What follows belongs to an exercise in optimizing a design on an open flow for small area; a production flow would make more cautious choices.
In this exercise RTL edits were held to simulation tests only and were not proved equivalent to the original.
Power is estimated from default activity; no workload was simulated.

### design.v
module ruhman_led_multi #(
    parameter int unsigned N          = 16,
    parameter int unsigned CLK_PER_MS = 100,
    parameter int unsigned HP_W       = 16
) (
    input  logic         clk,
    input  logic         reset_n,
    input  logic         cs,
    input  logic         read,
    input  logic         write,
    input  logic [4:0]   addr,
    input  logic [31:0]  wr_data,
    output logic [31:0]  rd_data,
    output logic [N-1:0] dout
);
    localparam int unsigned   PW        = (CLK_PER_MS > 1) ? $clog2(CLK_PER_MS) : 1;
    localparam logic [PW-1:0] PrescLast = PW'(CLK_PER_MS - 1);
    localparam logic [15:0]   RingInv   = 16'haaaa;
    logic [PW-1:0] presc_q;
    logic [3:0]    phase_q;    
    logic [3:0]    phase_n;
    logic          hold_q;     
    logic          win_q;      
    logic          ms_tick;
    logic          ph0, ph15;
    logic          bus_wr;
    logic          sync_sel;
    logic [15:0]   ch_hp   [N];
    logic [1:0]    ch_mode [N];
    logic [3:0]    ch_bc   [N];
    logic [N-1:0]  done_vec;
    logic          unused_bits;
    logic [15:0]   wd_hp;
    logic [15:0]   wd_hp_rot;
    logic          wd_hs;
    logic [1:0]    wd_mode;
    logic [3:0]    wd_bc;
    assign bus_wr      = cs && write;
    assign sync_sel    = bus_wr && (addr == 5'd16);
    assign ms_tick     = (presc_q == PrescLast);
    assign ph0         = (phase_q == 4'd0);
    assign ph15        = (phase_q == 4'd15);
    assign phase_n     = phase_q + 4'd1;
    assign unused_bits = read ^ (^wr_data);
    assign wd_hp       = reset_n ? wr_data[15:0] : 16'd0;
    assign wd_hs       = (wd_hp[15:1] == 15'd0);
    assign wd_mode     = reset_n ? wr_data[17:16] : 2'b00;
    assign wd_bc       = reset_n ? wr_data[23:20] : 4'd0;
    always_comb begin
        wd_hp_rot = {wd_hp[0], wd_hp[15:1]};
        if (phase_q[0]) wd_hp_rot = {wd_hp_rot[0], wd_hp_rot[15:1]};
        if (phase_q[1]) wd_hp_rot = {wd_hp_rot[1:0], wd_hp_rot[15:2]};
        if (phase_q[2]) wd_hp_rot = {wd_hp_rot[3:0], wd_hp_rot[15:4]};
        if (phase_q[3]) wd_hp_rot = {wd_hp_rot[7:0], wd_hp_rot[15:8]};
    end
    always_ff @(posedge clk) begin
        if (!reset_n || ms_tick) presc_q <= '0;
        else                     presc_q <= presc_q + PW'(1);
    end
    always_ff @(posedge clk) begin
        if (!reset_n) begin
            phase_q <= '0;
            hold_q  <= 1'b0;
            win_q   <= 1'b0;
        end else begin
            win_q   <= ((ms_tick || hold_q) && ph15) || (win_q && !ph15);
            phase_q <= phase_n;
            hold_q  <= (ms_tick || hold_q) && !ph15;
        end
    end
    for (genvar i = 0; i < N; i++) begin : g_ch
        logic [15:0] hpr_q;        
        logic [15:0] cnr_q;        
        logic [15:0] hpr_v, cnr_v;  
        logic [1:0]  mode_q;
        logic [3:0]  bc_q;
        logic        hs_q;         
        logic        cy_q;         
        logic        stp_q;        
        logic [3:0]  nb_q;         
        logic        led_q, done_q;
        logic        cfg_wr, ld, restart, run, reached, step, adv, clr;
        logic        cy_eff, cbit, nbit, match;
        assign cfg_wr  = bus_wr && (addr == 5'(i));
        assign ld      = cfg_wr || !reset_n;
        assign restart = cfg_wr || (sync_sel && wr_data[i] && mode_q[1]);
        assign run     = ms_tick && mode_q[1] && !done_q && !restart;
        assign reached = stp_q || hs_q;
        assign step    = run && reached;
        assign adv     = run && !reached;
        assign clr     = restart || step;    
        assign hpr_v   = hpr_q ^ RingInv;
        assign cnr_v   = cnr_q ^ RingInv;
        assign cy_eff  = cy_q && !hold_q;
        assign cbit    = cnr_v[0] ^ ph0;      
        assign nbit    = cbit ^ cy_eff;       
        assign match   = (nbit == hpr_v[0]);
        always_ff @(posedge clk) begin
            if (ld) begin
                hpr_q  <= wd_hp_rot ^ RingInv;
                mode_q <= wd_mode;
                bc_q   <= wd_bc;
                hs_q   <= wd_hs;
            end else begin
                hpr_q  <= {hpr_v[0], hpr_v[15:1]} ^ RingInv;
            end
        end
        always_ff @(posedge clk) begin
            if (clr) begin
                cnr_q <= RingInv;
                cy_q  <= 1'b0;
                stp_q <= 1'b0;
            end else begin
                cnr_q <= {cnr_v[0] ^ cy_eff, cnr_v[15:1]} ^ RingInv;
                if (adv)         cy_q <= 1'b1;
                else if (!hold_q) cy_q <= cy_q && cbit;
                if (win_q) stp_q <= (ph0 || stp_q) && match;
            end
        end
        always_ff @(posedge clk) begin
            if (!reset_n) begin
                led_q  <= 1'b0;
                done_q <= 1'b0;
            end else if (restart) begin
                nb_q   <= '0;
                done_q <= 1'b0;
                led_q  <= cfg_wr ? (wr_data[17:16] != 2'b00) : 1'b1;
            end else if (step) begin
                led_q <= !led_q;
                if (mode_q[0] && led_q) begin
                    nb_q   <= nb_q + 4'd1;
                    done_q <= (nb_q + 4'd1 == bc_q);
                end
            end
        end
        assign dout[i]     = led_q;
        assign done_vec[i] = done_q;
        assign ch_hp[i]    = hpr_v;
        assign ch_mode[i]  = mode_q;
        assign ch_bc[i]    = bc_q;
    end
    logic [N-1:0] rd_sel;
    logic [21:0]  rd_ch;
    logic [15:0]  rd_hpr;
    always_comb begin
        rd_ch = '0;
        for (int i = 0; i < N; i++) begin
            rd_sel[i] = (addr == 5'(i));
            rd_ch = rd_ch | ({ch_bc[i], ch_mode[i], ch_hp[i]} & {22{rd_sel[i]}});
        end
        rd_hpr = rd_ch[15:0];
        if (phase_q[0]) rd_hpr = {rd_hpr[14:0], rd_hpr[15]};
        if (phase_q[1]) rd_hpr = {rd_hpr[13:0], rd_hpr[15:14]};
        if (phase_q[2]) rd_hpr = {rd_hpr[11:0], rd_hpr[15:12]};
        if (phase_q[3]) rd_hpr = {rd_hpr[7:0], rd_hpr[15:8]};
        rd_data = {8'h00, rd_ch[21:18], 2'b00, rd_ch[17:16], rd_hpr};
        if (addr == 5'd17) begin
            rd_data[N-1:0]  = dout;
            rd_data[16 +: N] = done_vec;
        end
    end
endmodule
### flow/run.sh
#!/bin/bash
# Own layout flow: the standard ORFS flow (standard.sh), with
#  - Yosys/ABC buffers removed at floorplan and no buffering inside global placement
#    (repair_design after placement buffers what needs it)
#  - clock tree synthesis that clusters more sinks per leaf buffer and inserts no dummy loads
#  - port buffers of the smallest buffer cell.
# Each make target's full output goes to its own log file here.
set -euo pipefail
export REMOVE_ABC_BUFFERS=1
export CTS_ARGS="-sink_clustering_enable -repair_clock_nets -dont_use_dummy_load -sink_clustering_size 24 -sink_clustering_max_diameter 100 -buf_list sky130_fd_sc_hd__clkbuf_16"
export BUFFER_PORTS_ARGS="-buffer_cell sky130_fd_sc_hd__buf_1"
for t in synth floorplan place cts route finish; do
  bash standard.sh "$t" > "flow_$t.log" 2>&1
done
### standard.sh
#!/bin/bash
# synth_recipe.tcl (not shown) runs the flow's synth.tcl, then flattens the netlist and writes it again
# the make line also repeats each setting of config.mk as NAME=value (left out here)
make -C /OpenROAD-flow-scripts/flow DESIGN_CONFIG=/design/flow/config.mk WORK_HOME=/design/flow/orfs CLKGATE_MAP_FILE= SYNTH_SCRIPT=/design/flow/synth_recipe.tcl "${@:-finish}"
### config.mk
export PLATFORM = sky130hd
export DESIGN_NAME = ruhman_led_multi
export DESIGN_NICKNAME = ruhman_led_multi
export VERILOG_FILES = /design/flow/design.v
export SDC_FILE = /design/flow/constraint.sdc
export NUM_CORES = 4
export LEC_CHECK = 0
export CAP_MARGIN = 20
export CORE_MARGIN = 2
export CORE_UTILIZATION = 40
export GPL_TIMING_DRIVEN = 0
export SLEW_MARGIN = 20
### constraint.sdc
create_clock -name core_clock -period 10.0 [get_ports {clk}]
set_input_delay 2.0000 -clock core_clock [delete_from_list [all_inputs] [get_ports {clk}]]
set_output_delay 2.0000 -clock core_clock [all_outputs]
set_load 0.01 [all_outputs]
==> summary.txt, run 1 <==
GRT:
- Entering global routing, the biggest net connects 42 pins.
- The global-route total usage across every layer is 24.0%.
- The number of global-route vias before repair is 20,900.
- The initial antenna violation count is 0.
- The first global-routing pass estimated 138,000 microns of wire.
- The residual overflow from global routing is 0.

Power and ir drop:
- The internal power of the cells totals 0.00432 W.
- The ratio of total power to cell area is 182 nW/um^2.
- VDD sags by at most 0.106 mV.
- The combinational cell fraction of total power is 11.0%.
- The switching share of power is 26.5%.
- The switching power of the nets is 0.00156 W.
- In this run the static leakage power is 11.8 nW.
- The clock network power share is 28.0%.
- The part of the power in registers is 61.0%.

Detailed routing:
- After detailed routing, the number of vias per cell comes to 5.70.
- For this run, design rule violations remaining after detail routing come to 0.
- The first-iteration detailed-routing DRC count is 2,688.
- The count of antenna-violating nets left after detailed routing is 0.
- The number of iterations in the first detailed-routing pass is 6.
- The total detailed-routing wirelength is 94,600 microns.
- Dividing the detail-routed wire length by the instance count gives 23.9 microns.
- The final route contains 22,600 vias.

STA:
- The final setup skew is 0.0642 ns.
- The final count of negative-setup-slack endpoints is 0.
- The actual slew at the worst max-slew pin is 1.18 ns.
- Counting I/O delays and the setup requirement, the final critical path takes 8.61 ns.
- Setup repair after global routing left no endpoint under its margin.
- The max-slew headroom at the worst pin is 21.3%.
- Of the available clock period, the critical path in the final layout requires 86.1%.
- Derived from the worst setup path, the maximum achievable clock frequency is 116 MHz.
- The final count of hold timing violations is 0.
- The max-slew violation count is 0.
- After layout, the worst setup slack is 1.39 ns.

Critical path:
- The cell type group with the largest total delay on the critical path is simple AND/OR/NAND/NOR gates.
- The endpoint type of the worst setup path is an output port.
- Walking the worst path, the cells encountered are buf_2 -> nor2b_2 -> nand2_1 -> o22ai_1 -> nor4_1 -> mux2i_1 -> mux2i_1 -> a2111oi_0 -> a221o_1 -> buf_1.
- STA puts the critical path data arrival time at 6.61 ns.
- The data required time at the worst endpoint is 8.00 ns.
- STA classifies the critical path startpoint as an input port.
- Among the stages of the critical path, the cell type that occurs most often is sky130_fd_sc_hd__mux2i_1.
- Of all nets on the critical path, the largest fanout is 24.
- The slowest stage of the critical path is the sky130_fd_sc_hd__nor2b_2 cell.
- Together, buffers and inverters on the worst path number 2.
- On the worst path, the slowest cell contributes a delay of 0.84 ns.
- The critical path class is in2out.

Clocking:
- TritonCTS built the clock tree.
- The later-pin clock latency in the skew report is 0.61 ns.
- The deepest clock path buffer count is 3.
- The clock drives 765 sinks.
- The total of hold buffers inserted after clock tree synthesis is 0.
- The cell sitting at the root of the clock tree is a sky130_fd_sc_hd__clkbuf_16.
- The number of gates resized after CTS was 0.
- The number of CTS-inserted buffers is 38.
- The clock-pin transition on the worst setup and hold timing paths is 0.09 ns.
- The number of setup buffers added after CTS is 0.
- In this run the number of H-tree levels came out at 2.

Floorplan:
- The floorplan has 100 rows.
- The width of the chip is 278 microns.
- After floorplanning, the core was sized to cover 74,400 sq um.
- 90 I/O pins were placed.
- The die height is 278 microns.
- The effective utilization at floorplan is 40.5%.
- The die covers 77,500 sq um.

Finish:
- The fill cell total of the finished layout is 7,207.
- The utilization of the core after routing is 43.4%.
- The share of cells above drive strength 1 is 7.09%.
- Registers take 17,100 sq um.
- The area added between synthesis and finish is 7.32%.
- The net count of the finished layout is 3,053.
- The finished layout cell area is 32,300 sq um.
- In the final layout, the multi-input gates occupy 12,200 sq um.

Synth:
- The synthesized design devotes to its leading area cell type 39.2% of total area.
- The combined area of all synthesized cells is 30,100 sq um.
- The number of register bits inferred by synthesis is 765.
- By count the netlist is led by sky130_fd_sc_hd__dfxtp_1, sky130_fd_sc_hd__nor2_1, sky130_fd_sc_hd__nand2_1, sky130_fd_sc_hd__o21ai_0, sky130_fd_sc_hd__a21oi_1.
- The portion of the post-synthesis area used by sequential elements is 56.7%.
- The most used flip-flop cell after synthesis is sky130_fd_sc_hd__dfxtp_1.
- The average cell area after synthesis is 9.97 sq um.
- The proportion of register bits with asynchronous set or reset after synthesis is 0%.
- The cell taking the most area after synthesis is sky130_fd_sc_hd__dfxtp_1.
- Yosys printed 4 warnings.
- The number of synthesized flops with an enable pin is 176.
- By area the synthesized netlist is led by sky130_fd_sc_hd__dfxtp_1, sky130_fd_sc_hd__edfxtp_1, sky130_fd_sc_hd__nor2_1.
- In this run, distinct cell masters in the synthesized netlist total 88.
- The most frequent cell after synthesis is sky130_fd_sc_hd__dfxtp_1.
- The number of instances in the synthesized netlist is 3,020.

Placement:
- Once placement finished, the instance area stood at 31,300 sq um.
- At the placement stage, the worst setup path has a slack of 1.59 ns.
- The HPWL after detailed placement is 69,300 microns.
- Routability-driven placement finished with a final weighted congestion of 0.995.
- The number of I/O port buffers is 78.

Min path:
- The type of the most critical hold path is reg2reg.

Flow run:
- The number of max-cap violations is 0.

Status:
- The flow ran to the end and the layout has no timing, DRC or antenna violations.
==> power by group through the flow <==
stage | Clock, W | Sequential [W] | Combinational, W
3_5_place_dp | 0 | 0.00365 | 0.000632
2_1_floorplan | 0 | 0.00357 | 0.000384
4_1_cts | 0.00168 | 0.00358 | 0.000636
6_report | 0.00165 | 0.00359 | 0.000649
5_1_grt | 0.00178 | 0.00361 | 0.000700
3_3_place_gp | 0 | 0.00365 | 0.000604
==> metrics by stage <==
stage / TNS (ns) / hold WS (ns) / total power [W] / instances
after floorplan: 0 / 0.343 / 0.00395 / 2843
after global placement: -71.52 / 0.344 / 0.00426 / 3890
after detailed placement: 0 / 0.348 / 0.00428 / 3920
after CTS: 0 / 0.331 / 0.00590 / 3958
after global routing: 0 / 0.340 / 0.00608 / 3959
final: 0 / 0.322 / 0.00588 / 3960
==> flip-flops by register name (all words and copies together), names as in the netlist, named ones only <==
| name | flops |
|---|---|
| g_ch.hs_q | 16 |
| g_ch.done_q | 16 |
| presc_q | 7 |
| g_ch.bc_q | 64 |
| g_ch.stp_q | 16 |
| g_ch.nb_q | 64 |
| hold_q | 1 |
| g_ch.mode_q | 32 |
| g_ch.led_q | 16 |
| g_ch.hpr_q | 256 |
| phase_q | 4 |
| g_ch.cy_q | 16 |
| g_ch.cnr_q | 256 |
==> final timing paths <==
| path | startpoint | endpoint | slack, ns | cells after the start |
|---|---|---|---|---|
| max | addr[0] | rd_data[5] | 1.39 | 10 |
| min | g_ch[14].cnr_q[6]$_SDFF_PN0_ | g_ch[14].cnr_q[5]$_SDFF_PN1_ | 0.32 | 1 |
| max reg2reg | phase_q[3]$_SDFF_PN0_ | g_ch[14].stp_q$_SDFFE_PN0P_ | 6.71 | 5 |
| min reg2reg | g_ch[14].cnr_q[6]$_SDFF_PN0_ | g_ch[14].cnr_q[5]$_SDFF_PN1_ | 0.32 | 1 |
==> layout by cell type (no fill, tap or decap), types with 27 or more instances in the layout <==
cell type	n
sky130_fd_sc_hd__xor2_1	51
sky130_fd_sc_hd__nand3b_1	27
sky130_fd_sc_hd__mux2i_1	63
sky130_fd_sc_hd__a21oi_1	178
sky130_fd_sc_hd__clkbuf_16	38
sky130_fd_sc_hd__o21ai_0	191
sky130_fd_sc_hd__and3_1	30
sky130_fd_sc_hd__dfxtp_1	583
sky130_fd_sc_hd__a22oi_1	84
sky130_fd_sc_hd__nand2_1	338
sky130_fd_sc_hd__buf_1	72
sky130_fd_sc_hd__or3_1	28
sky130_fd_sc_hd__edfxtp_1	176
sky130_fd_sc_hd__nor2_1	447
sky130_fd_sc_hd__and2_1	34
sky130_fd_sc_hd__nand3_1	50
sky130_fd_sc_hd__nor4_1	30
sky130_fd_sc_hd__xnor2_1	102
sky130_fd_sc_hd__nor2b_1	30
==> worst register-to-register path, stage by stage (launching register included) <==
cell,delay (ns)
sky130_fd_sc_hd__dfxtp_2,0.88
sky130_fd_sc_hd__clkinv_1,0.76
sky130_fd_sc_hd__and3_2,0.64
sky130_fd_sc_hd__and2_2,0.54
sky130_fd_sc_hd__a22oi_1,0.28
sky130_fd_sc_hd__nor2_1,0.06
==> kinds of logic after synthesis <==
group,synth area share [%]
AOI/OAI and AO/OA,12.9
xor gates and xnor gates,4.45
adders and majority gates,0.789
buffers and inverters,3.37
DFF,56.7
muxes,4.72
and+or+nand+nor,17.1
==> cell type report <==
class,instances,share of cell area (%)
flip-flops and latches,765,52.9
well taps,969,3.75
repair buffers,109,2.26
diodes,1,0.00774
clock buffers,38,2.94
inverters,31,0.360
multi-input cells,2047,37.8
==> metal layers <==
layer	GRT usage (%)	routed length, microns	up-vias
li1	-	-	10400
met1	33.1	40500	10800
met2	37.2	41600	1066
met3	4.00	8070	229
met4	10.2	4480	0
met5	0	0	-
==> run 2, diff against run 1 <==
==> flow/run.sh (replaced) <==
#!/bin/bash
# Own layout flow: the standard ORFS flow (standard.sh), with
#  - clock tree synthesis that clusters more sinks per leaf buffer and inserts no dummy loads
#  - port buffers of the smallest buffer cell.
# Each make target's full output goes to its own log file here.
set -euo pipefail
export CTS_ARGS="-sink_clustering_enable -repair_clock_nets -dont_use_dummy_load -sink_clustering_size 9 -sink_clustering_max_diameter 45 -buf_list sky130_fd_sc_hd__clkbuf_4"
export REMOVE_ABC_BUFFERS=1
export BUFFER_PORTS_ARGS="-buffer_cell sky130_fd_sc_hd__buf_1"
for t in synth floorplan place cts route finish; do
  bash standard.sh "$t" > "flow_$t.log" 2>&1
done
--- a/config.mk
+++ b/config.mk
@@ -7,6 +7,7 @@
 export LEC_CHECK = 0
 export CAP_MARGIN = 20
 export CORE_MARGIN = 2
-export CORE_UTILIZATION = 40
+export CORE_UTILIZATION = 70
 export GPL_TIMING_DRIVEN = 0
+export PLACE_DENSITY = 0.8
 export SLEW_MARGIN = 20
==> summary.txt, run 2 <==
Synth:
- Sorting the synthesized cells by how often they occur yields sky130_fd_sc_hd__dfxtp_1, sky130_fd_sc_hd__nor2_1, sky130_fd_sc_hd__nand2_1, sky130_fd_sc_hd__o21ai_0, sky130_fd_sc_hd__a21oi_1.
- The average instance in the mapped netlist occupies 9.97 sq um.
- Summed over all instances, the cell type with the most area after synthesis is sky130_fd_sc_hd__dfxtp_1.
- The number of register bits inferred by synthesis is 765.
- For this run, the number of Yosys warnings is 4.
- In the post-synthesis netlist, the biggest area contributors are sky130_fd_sc_hd__dfxtp_1, sky130_fd_sc_hd__edfxtp_1, sky130_fd_sc_hd__nor2_1.
- The number of library cell types mapped by synthesis is 88.
- The synthesized netlist occupies a cell area of 30,100 sq um.
- Yosys mapped a number of flops with a built-in enable equal to 176.
- In the post-synthesis netlist, the cell with the most instances is sky130_fd_sc_hd__dfxtp_1.
- Summing the sequential cell areas from Yosys gives 56.7% of the chip area.
- Among all flip-flop cells after synthesis, the most frequent one is sky130_fd_sc_hd__dfxtp_1.
- The area fraction of the dominant cell type after synthesis is 39.2%.
- Counting flops with an async set or reset pin after synthesis yields a share of 0%.
- Synthesis produced 3,020 cells.

Floorplan:
- Row generation in the floorplan step produced 75 rows.
- The die is 211 microns tall.
- The die is 211 microns wide.
- The effective utilization at floorplan is 71.3%.
- The core footprint is 42,200 sq um.
- The die covers 44,700 sq um.
- The number of ports placed on the die boundary is 90.

Critical path:
- The worst stage delay on the critical path is 1.03 ns.
- The data required time at the worst endpoint is 8.00 ns.
- The critical path contains buffers and inverters numbering 3 combined.
- The critical path class is in2out.
- The startpoint kind of the worst setup timing path is an input port.
- The data arrival time of the critical path is 6.49 ns.
- In this run the worst path has a maximum fanout of 26.
- Among the stages of the critical path, the cell type that occurs most often is sky130_fd_sc_hd__mux2i_1.
- The standard cell with the maximum stage delay on the critical path is sky130_fd_sc_hd__a2111oi_0.
- The endpoint type of the worst setup path is an output port.
- The cell type group with the largest total delay on the critical path is compound AO/OA/AOI/OAI gates.
- The critical path goes through buf_2 -> buf_12 -> nor3b_2 -> nand2_1 -> o22ai_1 -> nor4_1 -> mux2i_1 -> mux2i_1 -> a2111oi_0 -> a221o_1 -> buf_1.

Min path:
- The worst hold path belongs to the class reg2reg.

Finish:
- The layout net count is 3,114.
- Leaving out filler cells and counting taps, the final layout contains 3,596.
- Cells with a size suffix above 1 make up 8.82% of the layout.
- Summing all multi-input logic gate instances after layout gives 12,200 sq um.
- Across the whole layout, storage elements account for 17,100 sq um.
- The area added between synthesis and finish is 4.76%.
- The library cell used most frequently in the layout, excluding fill and tap cells, is sky130_fd_sc_hd__dfxtp_1.
- After filler insertion, the fill cell instance count of the layout stands at 2,979.
- The finished layout cell area is 31,600 sq um.
- The largest registers in the layout are g_ch.cnr_q x256, g_ch.hpr_q x256.
- The top cell types in the final layout, fill and taps aside, are sky130_fd_sc_hd__dfxtp_1, sky130_fd_sc_hd__nor2_1, sky130_fd_sc_hd__nand2_1.
- For this run, the share of the core covered by cells in the final layout is 74.7%.

STA:
- Dividing the final minimum period by the clock period gives 84.9%.
- The final count of negative-setup-slack endpoints is 0.
- The routed design could run at a clock period as short as 8.49 ns.
- The max-slew headroom at the worst pin is 19.3%.
- The max-slew violation count is 0.
- On the final layout, the worst clock skew is 0.0731 ns.
- The final count of hold timing violations was 0.
- Once routing completed, OpenROAD measured the worst setup slack at 1.51 ns.
- The actual slew at the worst max-slew pin is 1.21 ns.
- Derived from the worst setup path, the maximum achievable clock frequency is 118 MHz.
- Setup repair after global routing left no endpoint under its margin.

Placement:
- The HPWL after detailed placement is 68,600 microns.
- The cell area reported after detailed placement is 30,800 sq um.
- The placer's final routability congestion estimate is 1.07.
- In this run the tool buffered the top-level ports with 78 buffer cells.
- The worst setup timing slack at the placement stage is 1.86 ns.
- The cell total after placement is 3,491.

GRT:
- The number of global-route vias before repair is 23,100.
- The met3 usage is 8.77%.
- The first global-routing pass estimated 137,000 microns of wire.
- For this run, global-route usage on met2 was measured as 65.0%.
- The global routing usage on met1 is 51.7%.
- The initial antenna violation count is 2.
- The global-route total usage across every layer is 41.8%.
- The total overflow left after global routing is 0.
- Entering global routing, the biggest net connects 43 pins.
- The routing layer with the top usage in global route is met2.

Clocking:
- In this run, post-CTS hold repair placed 0 buffers.
- The tree built by TritonCTS fans out to 765 sinks.
- In this run the number of H-tree levels came out at 3.
- The post-cts sizing count is 0.
- In this run the post-CTS setup repair buffer count came out at 0.
- TritonCTS built the clock tree.
- Buffers inserted during clock tree synthesis total 99.
- The later-pin clock latency in the skew report is 0.93 ns.
- The clock-pin transition on the worst setup and hold timing paths is 0.09 ns.
- The cell at the root of the clock tree is sky130_fd_sc_hd__clkbuf_4.
- In this run the deepest clock path goes through 3 buffers.

Detailed routing:
- The ratio of routed vias to standard cells is 6.65.
- The first routing iteration left 2,745 violations.
- The number of iterations in the first detailed-routing pass is 7.
- The routed via count is 23,900.
- Dividing the detail-routed wire length by the instance count gives 25.9 microns.
- The number of remaining DRC errors is 0.
- For this block, the routed nets add up to 93,200 microns of wire.
- The count of antenna-violating nets left after detailed routing is 0.

Power and ir drop:
- The total power consumption of the routed design is 0.00566 W.
- The clock network is responsible for 24.9% of the overall power.
- The switching share of power is 27.6%.
- Cell internal power was estimated by the tool at 0.00409 W.
- The ratio of total power to cell area is 179 nW/um^2.
- Registers are responsible for 63.6% of the overall power.
- For this design the static power due to leakage is 11.8 nW.
- The switching power of the nets is 0.00156 W.
- Of the total power, combinational logic draws 11.5%.
- IR analysis of the VDD net gives a maximum drop of 0.168 mV.

Status:
- The run finished with no timing, DRC or antenna violations.

Flow run:
- Max-cap violations in this run came to 0.
[run 2: cell counts after synthesis]
Identical to the previous run, type by type.
[run 2: stage by stage]
stage                     hold WS [ns]  TNS (ns)
after floorplan                  0.343         0
after global placement           0.344    -57.52
after detailed placement         0.347         0
after CTS                        0.333         0
after global routing             0.351         0
final                            0.316         0
[run 2: final timing paths]
check                                                  from                     endpoint  slack (ns)  depth (start not counted)
worst max-delay path                                addr[1]                   rd_data[5]        1.51                         11
worst min-delay path            g_ch[1].cnr_q[1]$_SDFF_PN1_  g_ch[1].cnr_q[0]$_SDFF_PN0_        0.32                          1
worst max register to register        phase_q[3]$_SDFF_PN0_   g_ch[8].stp_q$_SDFFE_PN0P_        5.86                          7
worst min register to register  g_ch[1].cnr_q[1]$_SDFF_PN1_  g_ch[1].cnr_q[0]$_SDFF_PN0_        0.32                          1
[run 2: kinds of logic (layout without fill, tap and decap cells)]
logic type | after synthesis | in the layout | share of synthesized area [%]
other | 0 | 6 | 0
multiplexers | 113 | 113 | 4.72
adder cells (fa/ha/maj) | 19 | 19 | 0.789
AO/OA/AOI/OAI | 626 | 626 | 12.9
flip-flops | 765 | 765 | 56.7
XOR/XNOR | 153 | 153 | 4.45
buffers and inverters | 208 | 239 | 3.37
AND/OR/NAND/NOR | 1136 | 1136 | 17.1
[run 2: cell type report]
| class | count | share of cell area (%) |
|---|---|---|
| sequential | 765 | 54.1 |
| timing repair buffer | 109 | 2.30 |
| clock buffer | 99 | 2.36 |
| antenna | 6 | 0.0476 |
| multi-input combinational | 2047 | 38.6 |
| inverter | 31 | 0.369 |
| tap | 539 | 2.14 |
[run 2: worst reg2reg max path: stages (launching register included)]
cell and delay (ns):
sky130_fd_sc_hd__dfxtp_2 0.89, sky130_fd_sc_hd__clkinv_1 1.13, sky130_fd_sc_hd__and3_2 0.84, sky130_fd_sc_hd__buf_16 0.27, sky130_fd_sc_hd__and2_1 0.35, sky130_fd_sc_hd__buf_8 0.24, sky130_fd_sc_hd__a22oi_1 0.21, sky130_fd_sc_hd__nor2_1 0.07
[run 2: power by group through the flow]
stage          Sequential [W]  Clock [W]  Combinational, W
2_1_floorplan         0.00357          0          0.000384
3_3_place_gp          0.00365          0          0.000586
3_5_place_dp          0.00365          0          0.000627
4_1_cts               0.00358    0.00141          0.000631
5_1_grt               0.00361    0.00153          0.000694
6_report              0.00359    0.00141          0.000652
[run 2: per-layer routing]
layer	up-vias	wire length, microns
met3	448	10000
met1	11300	33700
met4	0	8010
met5	-	0
li1	10600	-
met2	1575	41400
==> run 3, diff against run 2 <==
--- a/flow/run.sh
+++ b/flow/run.sh
@@ -5,7 +5,6 @@
 # Each make target's full output goes to its own log file here.
 set -euo pipefail
 export CTS_ARGS="-sink_clustering_enable -repair_clock_nets -dont_use_dummy_load -sink_clustering_size 9 -sink_clustering_max_diameter 45 -buf_list sky130_fd_sc_hd__clkbuf_4"
-export REMOVE_ABC_BUFFERS=1
 export BUFFER_PORTS_ARGS="-buffer_cell sky130_fd_sc_hd__buf_1"
 for t in synth floorplan place cts route finish; do
   bash standard.sh "$t" > "flow_$t.log" 2>&1
==> summary.txt, run 3 <==
Status:
- The run finished with no timing, DRC or antenna violations.

Detailed routing:
- The ratio of routed vias to standard cells is 7.03.
- The first-iteration detailed-routing DRC count is 4,488.
- The count of antenna-violating nets left after detailed routing is 0.
- In the routed design, unresolved DRC markers number 0.
- The routed via count is 26,300.
- The wire length per cell after detailed routing is 30.1 microns.
- The number of iterations in the first detailed-routing pass is 10.
- After detailed routing, the total wire length is 113,000 microns.

Power and ir drop:
- The ratio of total power to cell area is 182 nW/um^2.
- The worst ir drop on vdd is 0.152 mV.
- The static leakage is 12.0 nW.

Clocking:
- The number of setup buffers added after CTS is 0.
- The post-cts sizing count is 0.
- TritonCTS built the clock tree.
- The deepest clock path buffer count is 3.
- The later-pin clock latency in the skew report is 0.96 ns.
- Counting every sink on the clock net gives 765.
- The H-tree was split into 3 levels.
- The tree is rooted in a sky130_fd_sc_hd__clkbuf_4.
- Clock-pin slew was measured on the worst setup and hold paths at 0.08 ns.
- TritonCTS created 98 clock buffers.
- The total of hold buffers inserted after clock tree synthesis is 0.

STA:
- The final count of hold timing violations was 0.
- The max-slew headroom at the worst pin is 12.7%.
- Hold timing on the final database bottoms out at a slack of 0.341 ns.
- At the pin with the least slew margin, the transition time is 1.31 ns.
- The max-slew violation count is 0.
- The post-layout minimum cycle time is 8.23 ns.
- Timing would allow up to 121 MHz.
- The worst path uses 82.3% of the clock period.
- Setup repair after global routing left no endpoint under its margin.
- Setup total negative slack on the finished layout was measured at 0 ns.
- Setup violations remaining at the end of the flow were counted as 0.
- On the final layout, the worst clock skew is 0.102 ns.

Critical path:
- Among all stages on the critical path, the largest delay is contributed by sky130_fd_sc_hd__nor4_1.
- The data arrival time of the critical path is 6.23 ns.
- The number of cells on the worst reg-to-reg path is 11.
- The biggest fanout along the worst timing path is 10.
- The signal on the critical path passes through buf_1 -> buf_6 -> nor2_1 -> clkbuf_1 -> nand2_1 -> o22ai_1 -> nor4_1 -> mux2i_1 -> mux4_2 -> and2_1 -> a221o_1 -> buf_1.
- In this run the critical register-to-register path is captured at g_ch[10].stp_q$_SDFFE_PN0P_.
- The critical path buffer and inverter count is 4.
- The worst flop-to-flop path startpoint is phase_q[1]$_SDFF_PN0_.
- For the worst setup path, the data required time is 8.00 ns.
- The endpoint type of the worst setup path is an output port.
- The startpoint kind of the worst setup timing path is an input port.
- The largest single stage delay on the critical path is 0.76 ns.
- The worst register-to-register path has a setup slack of 5.83 ns.
- The library cell appearing most often on the critical path is sky130_fd_sc_hd__buf_1.
- The critical path is of the in2out type.
- The cell type group with the largest total delay on the critical path is simple AND/OR/NAND/NOR gates.

Synth:
- The commonest cells after synthesis are sky130_fd_sc_hd__dfxtp_1, sky130_fd_sc_hd__nor2_1, sky130_fd_sc_hd__nand2_1, sky130_fd_sc_hd__o21ai_0, sky130_fd_sc_hd__a21oi_1.
- The combined area of all synthesized cells is 30,100 sq um.
- Yosys mapped a number of flops with a built-in enable equal to 176.
- During synthesis, Yosys emitted a total of 4 warnings.
- The top cell type by area accounts for 39.2% of the synthesized area.
- The top flip-flop cell by instance count after synthesis is sky130_fd_sc_hd__dfxtp_1.
- The number of instances in the synthesized netlist is 3,020.
- By area the synthesized netlist is led by sky130_fd_sc_hd__dfxtp_1, sky130_fd_sc_hd__edfxtp_1, sky130_fd_sc_hd__nor2_1.
- Sequential cells were found to cover 56.7% of the synthesized design area.
- The biggest area contributor in the post-synthesis netlist is sky130_fd_sc_hd__dfxtp_1.
- The proportion of register bits with asynchronous set or reset after synthesis is 0%.
- Averaged over all synthesized cells, the footprint is 9.97 sq um.
- The most frequent cell after synthesis is sky130_fd_sc_hd__dfxtp_1.
- Counting flops and latches in the post-synthesis netlist gives 765.
- Synthesis instantiated 88 different standard cells from the library.

GRT:
- The initial antenna violation count is 12.
- Global routing finished with a remaining overflow of 0.
- For this run, the total global-route usage over all layers was measured as 50.4%.
- The global routing usage on met1 is 57.3%.
- The routing layer with the top usage in global route is met2.
- The routing usage on met2 is 74.1%.
- For met3 alone, demand over resource in global routing was 18.5%.
- Entering global routing, the biggest net connects 17 pins.
- The number of global-route vias before repair was 25,300.
- The first global-routing pass estimated 161,000 microns of wire.

Finish:
- The share of cells above drive strength 1 is 8.07%.
- The area added between synthesis and finish is 6.02%.
- The largest registers in the layout are g_ch.cnr_q x256, g_ch.hpr_q x256.
- In the layout the commonest cells are sky130_fd_sc_hd__dfxtp_1, sky130_fd_sc_hd__nor2_1, sky130_fd_sc_hd__nand2_1.
- After the last flow step, the layout net total stands at 3,260.
- Leaving out fill and tap cells, the most frequent cell in the layout is sky130_fd_sc_hd__dfxtp_1.

Floorplan:
- The row count is 75.
- Measured along the x axis, the die boundary spans 211 microns.
- In this run the standard cell core region covers 42,200 sq um.
- The die covers 44,700 sq um.
- The number of ports placed on the die boundary is 90.
- The floorplan step set the die height to 211 microns.
- For this configuration, the core starts out at a cell density of 71.3%.

Placement:
- The placer's final routability congestion estimate is 1.22.
- Detailed placement finished with a half-perimeter wire length of 81,500 microns.
- The number of I/O port buffers is 76.

Min path:
- The type of the most critical hold path is reg2reg.
- The worst hold path begins at g_ch[3].cnr_q[2]$_SDFF_PN0_.
- The worst-case hold path end point is g_ch[3].cnr_q[1]$_SDFF_PN1_.
- The worst hold path cell count is 1.

Flow run:
- The tool flagged a number of max-cap violations equal to 0.
==> run 3: cell count changes in the layout (fill, tap and decap cells not counted), moves of 4 or more <==
cell	before	now
sky130_fd_sc_hd__clkbuf_1	0	112
sky130_fd_sc_hd__nor2b_2	13	0
sky130_fd_sc_hd__buf_12	7	2
sky130_fd_sc_hd__buf_4	10	25
sky130_fd_sc_hd__nor2_1	448	457
sky130_fd_sc_hd__dfxtp_1	584	589
sky130_fd_sc_hd__buf_2	6	21
sky130_fd_sc_hd__dfxtp_2	5	0
sky130_fd_sc_hd__nor2b_1	28	41
sky130_fd_sc_hd__diode_2	6	10
sky130_fd_sc_hd__mux2i_2	6	2
sky130_fd_sc_hd__buf_1	72	83
sky130_fd_sc_hd__nor2_2	15	6
sky130_fd_sc_hd__mux2i_1	63	69
==> run 3: final cells by class <==
| cell class | count | area [sq um] |
|---|---|---|
| diodes | 10 | 25.0 |
| plain buffers | 177 | 900 |
| clock buffers | 98 | 736 |
| fillers | 2884 | 10300 |
| inverters | 31 | 116 |
| multi-input cells | 2047 | 12100 |
| flip-flops and latches | 765 | 17100 |
| well taps | 539 | 674 |
| repair buffers | 79 | 312 |
==> run 3: layer usage <==
metal | vias to the layer above | wire, microns
met2 | 2500 | 47100
li1 | 10900 | -
met1 | 12100 | 35900
met4 | 10 | 12900
met3 | 790 | 16800
met5 | - | 68
==> run 3: kinds of logic after synthesis <==
| group | synth area share (%) |
|---|---|
| adder cells (fa/ha/maj) | 0.789 |
| multiplexers | 4.72 |
| AO/OA/AOI/OAI | 12.9 |
| flip-flops | 56.7 |
| AND/OR/NAND/NOR | 17.1 |
| XOR/XNOR | 4.45 |
| buffers and inverters | 3.37 |
==> run 3: stage by stage <==
| step | total power [W] | worst slack [ns] | instance area (sq um) | cells | utilization [%] |
|---|---|---|---|---|---|
| floorplan | 0.00399 | 3.71 | 30100 | 3020 | - |
| global placement | 0.00431 | 2.08 | 31100 | 3635 | 73.6 |
| detailed placement | 0.00434 | 2.11 | 31100 | 3637 | 73.7 |
| CTS | 0.00569 | 2.11 | 31900 | 3735 | 75.5 |
| global route | 0.00591 | 1.66 | 31900 | 3741 | 75.6 |
| finish | 0.00580 | 1.77 | 31900 | 3746 | 75.6 |
==> run 3: where the power goes <==
| group | switching (W) | internal (W) | total [W] |
|---|---|---|---|
| registers | 0.000215 | 0.00341 | 0.00362 |
| clock network | 0.000997 | 0.000448 | 0.00145 |
| logic | 0.000495 | 0.000232 | 0.000727 |
| total | 0.00171 | 0.00409 | 0.00580 |
==> run 3: how the worst max path moves through the flow <==
stage | startpoint | to | slack, ns | depth (start not counted)
floorplan | addr[2] | rd_data[11] | 3.71 | 9
global placement | addr[3] | rd_data[7] | 2.08 | 12
detailed placement | addr[3] | rd_data[7] | 2.11 | 12
CTS | addr[3] | rd_data[7] | 2.11 | 12
global route | addr[3] | rd_data[5] | 1.66 | 12
finish | addr[3] | rd_data[7] | 1.77 | 12
==> run 4, diff against run 3 <==
--- a/config.mk
+++ b/config.mk
@@ -8,6 +8,5 @@
 export CAP_MARGIN = 20
 export CORE_MARGIN = 2
 export CORE_UTILIZATION = 70
-export GPL_TIMING_DRIVEN = 0
 export PLACE_DENSITY = 0.8
 export SLEW_MARGIN = 20
==> summary.txt, run 4 <==
Floorplan:
- The core region is 42,200 sq um.
- The die height is 211 microns.
- The row count is 75.
- Measured along the x axis, the die boundary spans 211 microns.
- The die outline area is 44,700 sq um.
- The number of ports placed on the die boundary is 90.
- The effective utilization at floorplan is 71.3%.

Synth:
- In the post-synthesis netlist, the cell with the most instances is sky130_fd_sc_hd__dfxtp_1.
- The simple-gate portion of the synthesized area is 17.1%.
- Yosys attributes the largest share of cell area to sky130_fd_sc_hd__dfxtp_1, sky130_fd_sc_hd__edfxtp_1, sky130_fd_sc_hd__nor2_1.
- The fraction of the mapped netlist area in compound gates is 12.9%.
- The number of instances in the synthesized netlist is 3,020.
- After Yosys synthesis, XOR and XNOR cells account for 4.45% of the synthesized area.
- The area fraction of the dominant cell type after synthesis is 39.2%.
- Of all flip-flops after synthesis, the portion carrying an async set or reset was 0%.
- The adder and majority cell fraction of the synthesized area is 0.789%.
- By count the netlist is led by sky130_fd_sc_hd__dfxtp_1, sky130_fd_sc_hd__nor2_1, sky130_fd_sc_hd__nand2_1, sky130_fd_sc_hd__o21ai_0, sky130_fd_sc_hd__a21oi_1.
- The cell taking the most area after synthesis is sky130_fd_sc_hd__dfxtp_1.
- The number of register bits inferred by synthesis is 765.
- Averaged over all synthesized cells, the footprint is 9.97 sq um.
- By area, the combinational part of the netlist is dominated by simple AND/OR/NAND/NOR gates.
- The netlist uses 88 different library cells.
- The number of warning messages in the yosys log is 4.
- The combined area of all synthesized cells is 30,100 sq um.
- The multiplexer area fraction after synthesis is 4.72%.
- Summing the sequential cell areas from Yosys gives 56.7% of the chip area.
- The number of synthesized flops with an enable pin is 176.
- For this run, the leading register cell type out of synthesis is sky130_fd_sc_hd__dfxtp_1.

Placement:
- Once placement completed, the tool counted placed cells totaling 3,505.
- Before CTS, the worst setup slack after placement is 2.25 ns.
- The HPWL after detailed placement is 67,400 microns.
- The placed instances occupy a cell area of 30,600 sq um.
- The placer's final routability congestion estimate is 1.09.
- The number of I/O port buffers is 78.

Flow run:
- Across the run, the number of max-cap violations was 0.

STA:
- The max-slew headroom at the worst pin is 16.8%.
- The final setup skew is 0.0549 ns.
- The final count of negative-setup-slack endpoints is 0.
- The final critical path takes up 80.1% of the cycle.
- The post-layout minimum cycle time is 8.01 ns.
- The actual slew at the worst max-slew pin is 1.24 ns.
- Setup repair after global routing left no endpoint under its margin.
- The final count of hold timing violations is 0.
- Derived from the worst setup path, the maximum achievable clock frequency is 125 MHz.
- Adding up every negative setup slack in the final design gives 0 ns.
- The max-slew violation count is 0.
- Once routing completed, OpenROAD measured the worst setup slack at 1.99 ns.

Detailed routing:
- Using the TritonRoute via totals, the vias-per-cell ratio works out to 6.65.
- Across all layers, the routed design uses 24,000 vias.
- The total detailed-routing wirelength is 93,500 microns.
- Dividing the detail-routed wire length by the instance count gives 25.9 microns.
- The number of iterations in the first detailed-routing pass is 9.
- For this run, design rule violations remaining after detail routing come to 0.
- The count of antenna-violating nets left after detailed routing is 0.
- The first-iteration detailed-routing DRC count is 3,293.

Clocking:
- In this run, post-CTS repair resized a total of 0 instances.
- After clock tree synthesis, the clock-pin slew on the worst setup and hold paths is 0.09 ns.
- The number of CTS-inserted buffers is 98.
- The CTS tree is built.
- The H-tree depth is 3.
- In this run, post-CTS hold repair placed 0 buffers.
- The deepest clock path buffer count is 3.
- The cell sitting at the root of the clock tree is a sky130_fd_sc_hd__clkbuf_4.
- The number of setup buffers added after CTS is 0.
- For the worst-skew pair, the clock arrives at the later sink with an insertion delay of 0.88 ns.
- For this design, the sink count on the clock tree is 765.

Critical path:
- STA classifies the critical path startpoint as an input port.
- The worst flop-to-flop path startpoint is phase_q[2]$_SDFF_PN0_.
- For the worst setup path, the data required time is 8.00 ns.
- For the worst setup path, the data arrival time is 6.01 ns.
- Tracing the worst setup path back leads to its startpoint at addr[0].
- The endpoint type of the worst setup path is an output port.
- Of all nets on the critical path, the largest fanout is 25.
- The critical path is of the in2out type.

Finish:
- The largest registers in the layout are g_ch.cnr_q x256, g_ch.hpr_q x256.
- Excluding fillers, the count of instances in the completed layout stands at 3,610.
- The fill cell total of the finished layout is 2,979.
- The finished layout cell area is 31,300 sq um.
- The library cell used most frequently in the layout, excluding fill and tap cells, is sky130_fd_sc_hd__dfxtp_1.
- In the final layout, the share of cells above drive strength 1 is 8.09%.
- In the layout the commonest cells are sky130_fd_sc_hd__dfxtp_1, sky130_fd_sc_hd__nor2_1, sky130_fd_sc_hd__nand2_1.
- The sequential cells in the finished layout cover a total of 17,100 sq um.
- Summing all multi-input logic gate instances after layout gives 12,100 sq um.
- After the last flow step, the layout net total stands at 3,128.
- Compared with the post-synthesis result, the final layout area differs by 4.07%.

Power and ir drop:
- The ratio of total power to cell area is 180 nW/um^2.
- The worst ir drop on vdd is 0.139 mV.
- The total power consumption of the routed design is 0.00565 W.
- The analysis attributes to cell leakage a power of 11.8 nW.

GRT:
- Entering global routing, the biggest net connects 64 pins.
- The global-route wire length before repair is 137,000 microns.
- The initial antenna violation count came to 6.
- After global routing the overflow that remains totals 0.
- The number of global-route vias before repair is 22,800.
- The global-route total usage across every layer is 41.8%.

Status:
- The run finished with no timing, DRC or antenna violations.

Min path:
- The hold path startpoint is g_ch[9].cnr_q[8]$_SDFF_PN0_.
- The worst hold path belongs to the class reg2reg.
[run 4: cell families after synthesis]
| family | after synthesis |
|---|---|
| compound gates | 626 |
| simple gates | 1136 |
| buf+inv | 208 |
| flops | 765 |
| mux | 113 |
| xor+xnor | 153 |
| fa+ha+maj | 19 |
[run 4: worst paths after layout]
kind / slack, ns / cells past startpoint / endpoint
worst max-delay path: 1.99 / 11 / rd_data[9]
worst min-delay path: 0.31 / 1 / g_ch[9].cnr_q[7]$_SDFF_PN1_
worst min register to register: 0.31 / 1 / g_ch[9].cnr_q[7]$_SDFF_PN1_
worst max register to register: 6.35 / 7 / g_ch[11].stp_q$_SDFFE_PN0P_
[run 4: final cells by class]
type | instances | area share [%]
tap | 539 | 2.15
sequential | 765 | 54.5
multi-input combinational | 2047 | 38.5
timing repair buffer | 124 | 2.08
clock buffer | 98 | 2.35
antenna | 6 | 0.0479
inverter | 31 | 0.371
[run 4: metrics by stage]
stage,utilization [%],hold slack [ns]
floorplan,-,0.343
global route,74.2,0.316
finish,74.2,0.314
global placement,72.4,0.344
CTS,74.1,0.312
detailed placement,72.4,0.347
[run 4: metal layers]
metal / global-route usage [%] / up-vias / routed length [microns] / share of wire (%)
li1: - / 10600 / - / -
met1: 51.9 / 11300 / 34000 / 36
met2: 64.2 / 1681 / 41000 / 44
met3: 11.1 / 438 / 11100 / 12
met4: 28.5 / 2 / 7490 / 8.0
met5: 0 / - / 13 / 0.014
[run 4: power breakdown]
part	internal (W)	switching, W	leakage [nW]
sequential	0.00341	0.000189	6.53
combinational	0.000224	0.000424	4.77
clock	0.000449	0.000954	0.451
[run 4: worst max-delay path: stages]
cell and delay (ns):
sky130_fd_sc_hd__clkbuf_4 0.33, sky130_fd_sc_hd__buf_4 0.42, sky130_fd_sc_hd__or2b_2 0.50, sky130_fd_sc_hd__nor2_1 0.90, sky130_fd_sc_hd__a221oi_1 0.44, sky130_fd_sc_hd__nand4_1 0.23, sky130_fd_sc_hd__o31ai_1 0.11, sky130_fd_sc_hd__mux2_2 0.30
sky130_fd_sc_hd__mux2_2 0.29, sky130_fd_sc_hd__o211ai_1 0.27, sky130_fd_sc_hd__buf_1 0.19
==> run 5, diff against run 4 <==
--- a/config.mk
+++ b/config.mk
@@ -5,8 +5,9 @@
 export SDC_FILE = /design/flow/constraint.sdc
 export NUM_CORES = 4
 export LEC_CHECK = 0
-export CAP_MARGIN = 20
+export CAP_MARGIN = 5
 export CORE_MARGIN = 2
 export CORE_UTILIZATION = 70
+export GPL_ROUTABILITY_DRIVEN = 0
 export PLACE_DENSITY = 0.8
-export SLEW_MARGIN = 20
+export SLEW_MARGIN = 5
==> summary.txt, run 5 <==
STA:
- Setup violations remaining at the end of the flow were counted as 0.
- The final setup skew is 0.0838 ns.
- At the pin with the least slew margin, the transition time is 1.20 ns.
- On the final layout, the worst hold slack is 0.320 ns.
- The max-slew violation count is 0.
- After layout, the minimum clock period comes to 8.44 ns.
- Based on the critical path, the design can be clocked at up to 118 MHz.
- Setup repair after global routing left no endpoint under its margin.
- The final count of hold timing violations is 0.
- The worst pin sits at a relative slew slack of 19.8%.
- The sum of negative setup slack is 0 ns.
- Dividing the final minimum period by the clock period gives 84.4%.

GRT:
- Entering global routing, the biggest net connects 69 pins.
- The number of global-route vias before repair is 23,100.
- The global-route wire length before repair is 134,000 microns.
- The initial antenna violation count is 4.
- Global routing used 40.3% of the available tracks.
- The residual overflow from global routing is 0.

Synth:
- The area fraction of the dominant cell type after synthesis is 39.2%.
- In the synthesized netlist, the cells that appear most often are sky130_fd_sc_hd__dfxtp_1, sky130_fd_sc_hd__nor2_1, sky130_fd_sc_hd__nand2_1, sky130_fd_sc_hd__o21ai_0, sky130_fd_sc_hd__a21oi_1.
- Synthesis handed over a netlist of 3,020 instances.
- Yosys mapped the design onto 88 distinct sky130hd cell types.
- The combined area of all synthesized cells is 30,100 sq um.
- The proportion of register bits with asynchronous set or reset after synthesis is 0%.
- Summed over all instances, the cell type with the most area after synthesis is sky130_fd_sc_hd__dfxtp_1.
- After synthesis, flip-flops and latches occupy 56.7% of the total area.
- The most frequent cell after synthesis is sky130_fd_sc_hd__dfxtp_1.
- The number of warning messages in the yosys log is 4.
- The top flip-flop cell by instance count after synthesis is sky130_fd_sc_hd__dfxtp_1.
- Sorting the synthesized cells by area gives the leading types as sky130_fd_sc_hd__dfxtp_1, sky130_fd_sc_hd__edfxtp_1, sky130_fd_sc_hd__nor2_1.
- The number of synthesized flops with an enable pin is 176.
- Synthesis inferred 765 register bits.
- The average instance in the mapped netlist occupies 9.97 sq um.

Critical path:
- Data on the critical path arrives at its endpoint at 6.44 ns.
- The number of buffers and inverters on the critical path is 2.
- Grouping stages by cell kind, the critical path spends the most delay in simple AND/OR/NAND/NOR gates.
- The library cell appearing most often on the critical path is sky130_fd_sc_hd__mux2i_1.
- The path depth of the worst reg2reg path is 6.
- The worst register-to-register path begins at phase_q[3]$_SDFF_PN0_.
- Tracing the worst setup path back leads to its startpoint at addr[0].
- The total number of cells along the worst setup path is 10.
- The startpoint kind of the worst setup timing path is an input port.
- The capture point of the critical path is rd_data[5].
- STA classifies the critical path endpoint as an output port.
- The capturing point of the worst reg2reg path is g_ch[14].stp_q$_SDFFE_PN0P_.
- The standard cell with the maximum stage delay on the critical path is sky130_fd_sc_hd__nor2b_1.
- For the worst setup path, the data required time is 8.00 ns.
- The worst stage delay on the critical path is 1.08 ns.
- The critical path goes through clkbuf_4 -> nor2b_1 -> nand2_1 -> o2111ai_1 -> nor4_1 -> mux2i_1 -> mux2i_1 -> a2111oi_0 -> a221o_1 -> buf_1.
- The worst-case register-to-register setup slack is 6.85 ns.
- The biggest fanout along the worst timing path is 57.
- The worst setup path is of the in2out kind.

Detailed routing:
- For this block, the initial DRC count from the detailed router was 3,635.
- The total detailed-routing wirelength is 89,900 microns.
- After detailed routing, the number of vias per cell comes to 6.67.
- In this run the remaining antenna-violating nets after routing total 0.
- The number of iterations in the first detailed-routing pass is 8.
- The wire length per cell after detailed routing is 24.9 microns.
- After detailed routing, the number of remaining DRC violations is 0.
- Across all layers, the routed design uses 24,100 vias.

Floorplan:
- Once the floorplan was initialized, standard cells occupied 71.3% of the core.
- The core footprint is 42,200 sq um.
- Measured along the y axis, the die boundary spans 211 microns.
- The die outline area is 44,700 sq um.
- The width of the chip is 211 microns.
- Row generation in the floorplan step produced 75 rows.
- For this design the top-level I/O count stands at 90.

Clocking:
- The total number of clock tree sinks is 765.
- The number of setup buffers added after CTS is 0.
- The clock passes through at most 3 buffers.
- The H-tree was split into 3 levels.
- The cell sitting at the root of the clock tree is a sky130_fd_sc_hd__clkbuf_4.
- The number of clock buffers added by TritonCTS is 98.
- In this run, post-CTS repair resized a total of 0 instances.
- Buffers inserted to repair hold after CTS numbered 0.
- The CTS tree is built.
- The later-pin clock latency in the skew report is 0.90 ns.
- The clock-pin transition on the worst setup and hold timing paths is 0.09 ns.

Status:
- The flow ran to the end and the layout has no timing, DRC or antenna violations.

Finish:
- The most common cell after layout, fill and taps aside is sky130_fd_sc_hd__dfxtp_1.
- In the final layout, the registers with the most flip-flops are g_ch.cnr_q x256, g_ch.hpr_q x256.
- The post-route netlist has 7.90% of its cells at a drive strength greater than 1.
- The layout net count is 3,125.
- The area added between synthesis and finish is 3.93%.
- Leaving out fill and tap cells, the most frequent cells in the layout are sky130_fd_sc_hd__dfxtp_1, sky130_fd_sc_hd__nor2_1, sky130_fd_sc_hd__nand2_1.

Power and ir drop:
- The ratio of total power to cell area is 180 nW/um^2.
- The total power consumption of the routed design is 0.00564 W.
- Across the VDD grid, the largest voltage drop is 0.145 mV.
- The static leakage is 11.7 nW.

Placement:
- During placement, the flow inserted port buffers numbering 78.
- The HPWL after detailed placement is 64,000 microns.

Min path:
- Counting instances, the worst hold path has a depth of 1.
- The type of the most critical hold path is reg2reg.

Flow run:
- The tool flagged a number of max-cap violations equal to 0.
-- run 5: stage by stage --
step / setup slack (ns) / instances / area (sq um) / util (%)
2_1_floorplan: 3.71 / 3020 / 30100 / -
3_3_place_gp: 2.02 / 3503 / 30600 / 72.4
3_5_place_dp: 1.96 / 3503 / 30600 / 72.4
4_1_cts: 1.96 / 3601 / 31300 / 74.1
5_1_grt: 1.55 / 3604 / 31300 / 74.1
6_report: 1.56 / 3605 / 31300 / 74.1
-- run 5: layout make-up --
class	count	area, sq um
diodes	4	10.0
flip-flops and latches	765	17100
well taps	539	674
inverters	31	116
repair buffers	121	626
multi-input cells	2047	12100
clock buffers	98	736
fillers	3072	10900
-- run 5: worst min path at each step --
stage	from	endpoint	slack, ns
after global placement	g_ch[8].cnr_q[8]$_SDFF_PN0_	g_ch[8].cnr_q[7]$_SDFF_PN1_	0.34
after CTS	g_ch[9].cnr_q[4]$_SDFF_PN0_	g_ch[9].cnr_q[3]$_SDFF_PN1_	0.31
after detailed placement	g_ch[12].cnr_q[10]$_SDFF_PN0_	g_ch[12].cnr_q[9]$_SDFF_PN1_	0.35
after floorplan	g_ch[0].cnr_q[12]$_SDFF_PN0_	g_ch[0].cnr_q[11]$_SDFF_PN1_	0.34
after global routing	g_ch[7].hpr_q[4]$_DFF_P_	g_ch[7].hpr_q[3]$_DFF_P_	0.33
final	g_ch[9].cnr_q[4]$_SDFF_PN0_	g_ch[9].cnr_q[3]$_SDFF_PN1_	0.32
-- run 5: cell families after synthesis --
family	synth area share [%]
and+or+nand+nor	17.1
DFF	56.7
AOI/OAI and AO/OA	12.9
buffers and inverters	3.37
xor gates and xnor gates	4.45
muxes	4.72
adders and majority gates	0.789
-- run 5: report_power, final --
| group | internal (W) | switching (W) | leakage [nW] |
|---|---|---|---|
| Clock | 0.000449 | 0.000959 | 0.451 |
| Sequential | 0.00341 | 0.000180 | 6.53 |
| Combinational | 0.000224 | 0.000416 | 4.75 |
-- run 5: routing by layer --
layer  global-route usage, %  part of all wire [%]
met1                    49.5                    35
met2                    60.6                    43
met3                    11.6                    13
met4                    29.7                   8.9
met5                       0                 0.012
==> run 6, diff against run 5 <==
==> run.sh (new file) <==
#!/bin/bash
# synth_recipe.tcl (not shown) runs the flow's synth.tcl, then flattens the netlist and writes it again
# the make line also repeats each setting of config.mk as NAME=value (left out here)
make -C /OpenROAD-flow-scripts/flow DESIGN_CONFIG=/design/flow/config.mk WORK_HOME=/design/flow/orfs CLKGATE_MAP_FILE= SYNTH_SCRIPT=/design/flow/synth_recipe.tcl finish
==> config.mk (replaced) <==
export PLATFORM = sky130hd
export DESIGN_NAME = ruhman_led_multi
export DESIGN_NICKNAME = ruhman_led_multi
export VERILOG_FILES = /design/flow/design.v
export SDC_FILE = /design/flow/constraint.sdc
export NUM_CORES = 4
export LEC_CHECK = 0
export CAP_MARGIN = 20
export CORE_MARGIN = 2
export CORE_UTILIZATION = 40
export CTS_CLUSTER_DIAMETER = 100
export CTS_CLUSTER_SIZE = 28
export SLEW_MARGIN = 20
removed: flow/run.sh
removed: standard.sh
==> summary.txt, run 6 <==
Finish:
- The finished layout cell area is 32,800 sq um.
- The largest registers in the layout are g_ch.cnr_q x256, g_ch.hpr_q x256.
- The layout net count is 3,072.
- In the final layout, the share of cells above drive strength 1 is 6.66%.
- The most common cell after layout, fill and taps aside is sky130_fd_sc_hd__dfxtp_1.
- The total inserted antenna cells is 0.
- Leaving out fill and tap cells, the most frequent cells in the layout are sky130_fd_sc_hd__dfxtp_1, sky130_fd_sc_hd__nor2_1, sky130_fd_sc_hd__nand2_1.
- From synthesis to final layout, the design area changed by 8.81%.

Critical path:
- Data on the critical path arrives at its endpoint at 6.99 ns.
- The biggest fanout along the worst timing path is 23.
- The worst stage delay on the critical path is 0.85 ns.
- The worst setup path is launched from an input port.
- The signal on the critical path passes through clkdlybuf4s50_1 -> buf_4 -> and2_1 -> nand2_1 -> o2111ai_1 -> nor4_1 -> mux2i_1 -> mux4_2 -> and2_1 -> a221o_1 -> clkdlybuf4s50_1.
- For the worst setup path, the data required time is 8.00 ns.
- The endpoint type of the worst setup path is an output port.
- The setup path with the least slack is of type in2out.
- On the critical path, the stage with the largest delay is an instance of sky130_fd_sc_hd__nor4_1.

Floorplan:
- 90 I/O pins were placed.
- The die covers 77,500 sq um.
- The core region is 74,400 sq um.
- From bottom edge to top edge, the die measures 278 microns.
- The row count is 100.
- The width of the chip is 278 microns.
- The effective utilization at floorplan is 40.5%.

Synth:
- The top cell type by area accounts for 39.2% of the synthesized area.
- During synthesis, Yosys emitted a total of 4 warnings.
- The number of synthesized flops with an enable pin is 176.
- After synthesis, the netlist uses 88 different library cells.
- Synthesis handed over a netlist of 3,020 instances.
- After synthesis, the most frequently instantiated cells are sky130_fd_sc_hd__dfxtp_1, sky130_fd_sc_hd__nor2_1, sky130_fd_sc_hd__nand2_1, sky130_fd_sc_hd__o21ai_0, sky130_fd_sc_hd__a21oi_1.
- The synthesized design spends more area on one cell type than any other, namely sky130_fd_sc_hd__dfxtp_1.
- The most frequent cell after synthesis is sky130_fd_sc_hd__dfxtp_1.
- After synthesis the cells add up to 30,100 sq um.
- The number of register bits inferred by synthesis is 765.
- The portion of the post-synthesis area used by sequential elements is 56.7%.
- Counting flops with an async set or reset pin after synthesis yields a share of 0%.
- A synthesized cell averages 9.97 sq um.
- Among all flip-flop cells after synthesis, the most frequent one is sky130_fd_sc_hd__dfxtp_1.
- Sorting the synthesized cells by area gives the leading types as sky130_fd_sc_hd__dfxtp_1, sky130_fd_sc_hd__edfxtp_1, sky130_fd_sc_hd__nor2_1.

Power and ir drop:
- The switching share of power is 27.2%.
- The clock network burns 29.1% of the power.
- The combinational cell fraction of total power is 11.3%.
- The switching power of the nets is 0.00164 W.
- The part of the power in registers is 59.5%.
- Internal power comes to 0.00439 W.
- Power spread over the standard cell area amounts to 184 nW/um^2.
- The worst-case IR drop observed on VDD is 0.135 mV.
- The static leakage is 12.1 nW.

GRT:
- Summed over all layers, the global routing overflow is 0.
- Entering global routing, the biggest net connects 61 pins.
- The number of global-route vias before repair was 21,800.
- The initial antenna violation count came to 5.
- The first global-routing pass estimated 144,000 microns of wire.
- The global-route total usage across every layer is 25.0%.

STA:
- The smallest clock period supported by the final layout is computed as 8.99 ns.
- The final count of hold timing violations is 0.
- The max-slew violation count was 0.
- Setup repair after global routing left no endpoint under its margin.
- The actual slew at the worst max-slew pin is 1.11 ns.
- Derived from the worst setup path, the maximum achievable clock frequency is 111 MHz.
- The sum of negative setup slack is 0 ns.
- The final count of negative-setup-slack endpoints is 0.
- The final setup skew is 0.0450 ns.
- In this run the tightest slew margin relative to its limit is 26.0%.
- The final cycle utilization of the critical path is 89.9%.

Detailed routing:
- The first-iteration detailed-routing DRC count is 2,658.
- Detailed routing inserted a total of 22,900 vias.
- The total detailed-routing wirelength is 98,800 microns.
- After detailed routing, the number of remaining DRC violations is 0.
- The first detailed-routing pass ran for 6 iterations.
- The wire length per cell after detailed routing is 24.7 microns.
- Using the TritonRoute via totals, the vias-per-cell ratio works out to 5.73.
- The count of antenna-violating nets left after detailed routing is 0.

Clocking:
- CTS built an H-tree with a depth of 2.
- The clock drives 765 sinks.
- For this design, the CTS-stage hold fixing added 0 buffers.
- The post-cts sizing count is 0.
- After clock tree synthesis, the setup repair step added 0 buffers.
- Counting along the longest clock path gives a buffer depth of 3.
- In this run, CTS created clock tree buffers numbering 35.
- The clock-pin transition on the worst setup and hold timing paths is 0.10 ns.
- The CTS tree is built.
- The later-pin clock latency in the skew report is 0.63 ns.
- The root buffer cell chosen for the clock tree is sky130_fd_sc_hd__clkbuf_16.

Placement:
- At the end of routability-driven placement, the weighted congestion stood at 0.977.
- The wire-length estimate of the detail-placed layout is 73,000 microns.
- The number of I/O port buffers is 78.
- After detailed placement, the total cell area comes to 31,700 sq um.

Flow run:
- The tool flagged a number of max-cap violations equal to 0.

Status:
- The run finished with no timing, DRC or antenna violations.

Min path:
- The type of the most critical hold path is reg2reg.
==> run 6: area by class of cell <==
| cell class | instances | area (sq um) |
|---|---|---|
| Clock inverter | 8 | 136 |
| Clock buffer | 53 | 965 |
| Inverter | 31 | 116 |
| Tap cell | 969 | 1210 |
| Sequential cell | 765 | 17100 |
| Multi-Input combinational cell | 2047 | 12100 |
| Fill cell | 7030 | 41700 |
| Timing Repair Buffer | 131 | 1190 |
==> run 6: layer usage <==
layer  vias to the layer above  GRT usage, %  part of all wire [%]
met3                       220          3.74                   7.9
met2                      1066          39.9                    45
met5                         -             0                 0.044
li1                      10500             -                     -
met4                         8          11.1                   4.7
met1                     11200          33.8                    42
==> run 6: kinds of logic after synthesis <==
group / after synthesis / synth area share (%)
and+or+nand+nor: 1136 / 17.1
DFF: 765 / 56.7
AOI/OAI and AO/OA: 626 / 12.9
buffers and inverters: 208 / 3.37
xor gates and xnor gates: 153 / 4.45
muxes: 113 / 4.72
adders and majority gates: 19 / 0.789
==> run 6: path summary, 6_finish.rpt <==
kind	start	to	slack (ns)	cells after the start
min	g_ch[4].cnr_q[14]$_SDFF_PN0_	g_ch[4].cnr_q[13]$_SDFF_PN1_	0.35	1
min reg2reg	g_ch[4].cnr_q[14]$_SDFF_PN0_	g_ch[4].cnr_q[13]$_SDFF_PN1_	0.35	1
max reg2reg	phase_q[0]$_SDFF_PN0_	g_ch[13].hpr_q[8]$_DFF_P_	6.99	7
max	addr[3]	rd_data[7]	1.01	11
==> run 6: worst max-delay path: cells and delay by family <==
family                 cells  cell delay (ns)
AO/OA/AOI/OAI              2             0.56
buffers and inverters      3             1.54
multiplexers               2             0.98
AND/OR/NAND/NOR            4             1.88
==> run 6: through the flow <==
| stage | cells | util, % | hold slack [ns] | power [W] | setup WS, ns |
|---|---|---|---|---|---|
| 2_1_floorplan | 3020 | - | 0.343 | 0.00399 | 3.71 |
| 3_3_place_gp | 3943 | 42.5 | 0.344 | 0.00431 | 0.861 |
| 3_5_place_dp | 3943 | 42.5 | 0.347 | 0.00432 | 1.25 |
| 4_1_cts | 4004 | 44.0 | 0.340 | 0.00605 | 1.23 |
| 5_1_grt | 4004 | 44.0 | 0.367 | 0.00623 | 0.901 |
| 6_report | 4004 | 44.0 | 0.347 | 0.00603 | 1.01 |
==> run 6: power by group through the flow <==
| stage | clock [W] | combinational (W) | sequential, W |
|---|---|---|---|
| after detailed placement | 0 | 0.000667 | 0.00366 |
| after global routing | 0.00189 | 0.000734 | 0.00361 |
| after CTS | 0.00179 | 0.000672 | 0.00359 |
| after global placement | 0 | 0.000656 | 0.00365 |
| after floorplan | 0 | 0.000430 | 0.00356 |
| final | 0.00176 | 0.000683 | 0.00359 |

==> re-timing with driven ports <==
How much do the figures lean on ideal ports? The routed layouts below were timed once more, with nothing changed but the port constraints. Step 1: set_driving_cell puts a clkbuf_16 on clk and a buf_2 on each other input, an assumption about the parent block. Step 2 adds t to the input delays and takes it off the output delays; t is the mean of the earliest and latest rising clock arrival at the registers after step 1. Input paths then give back, and output paths get back, about the clock's delay inside the block. a / b / c = no drivers / after step 1 / after step 2; a / b = the first two.
| run | t, ns | setup slack, ns | hold WS [ns] | cell pins on the clock port's net |
|---|---|---|---|---|
| run 1 | 0.649 | 1.391 / 1.369 / 1.369 | 0.322 / 0.322 / 0.322 | 1 |
| run 2 | 0.954 | 1.512 / 1.491 / 1.491 | 0.316 / 0.316 / 0.316 | 1 |
| run 3 | 0.962 | 1.769 / 1.735 / 1.735 | 0.341 / 0.341 / 0.341 | 1 |
| run 4 | 0.915 | 1.989 / 1.946 / 1.946 | 0.314 / 0.314 / 0.314 | 1 |
| run 5 | 0.911 | 1.557 / 1.525 / 1.525 | 0.320 / 0.320 / 0.320 | 1 |
| run 6 | 0.671 | 1.014 / 0.993 / 0.993 | 0.347 / 0.347 / 0.347 | 1 |
After both steps every run listed still meets setup and hold. The setup slack of run 4, which loses most, moves by -0.043 ns with the drivers and by -0.043 ns with both steps.
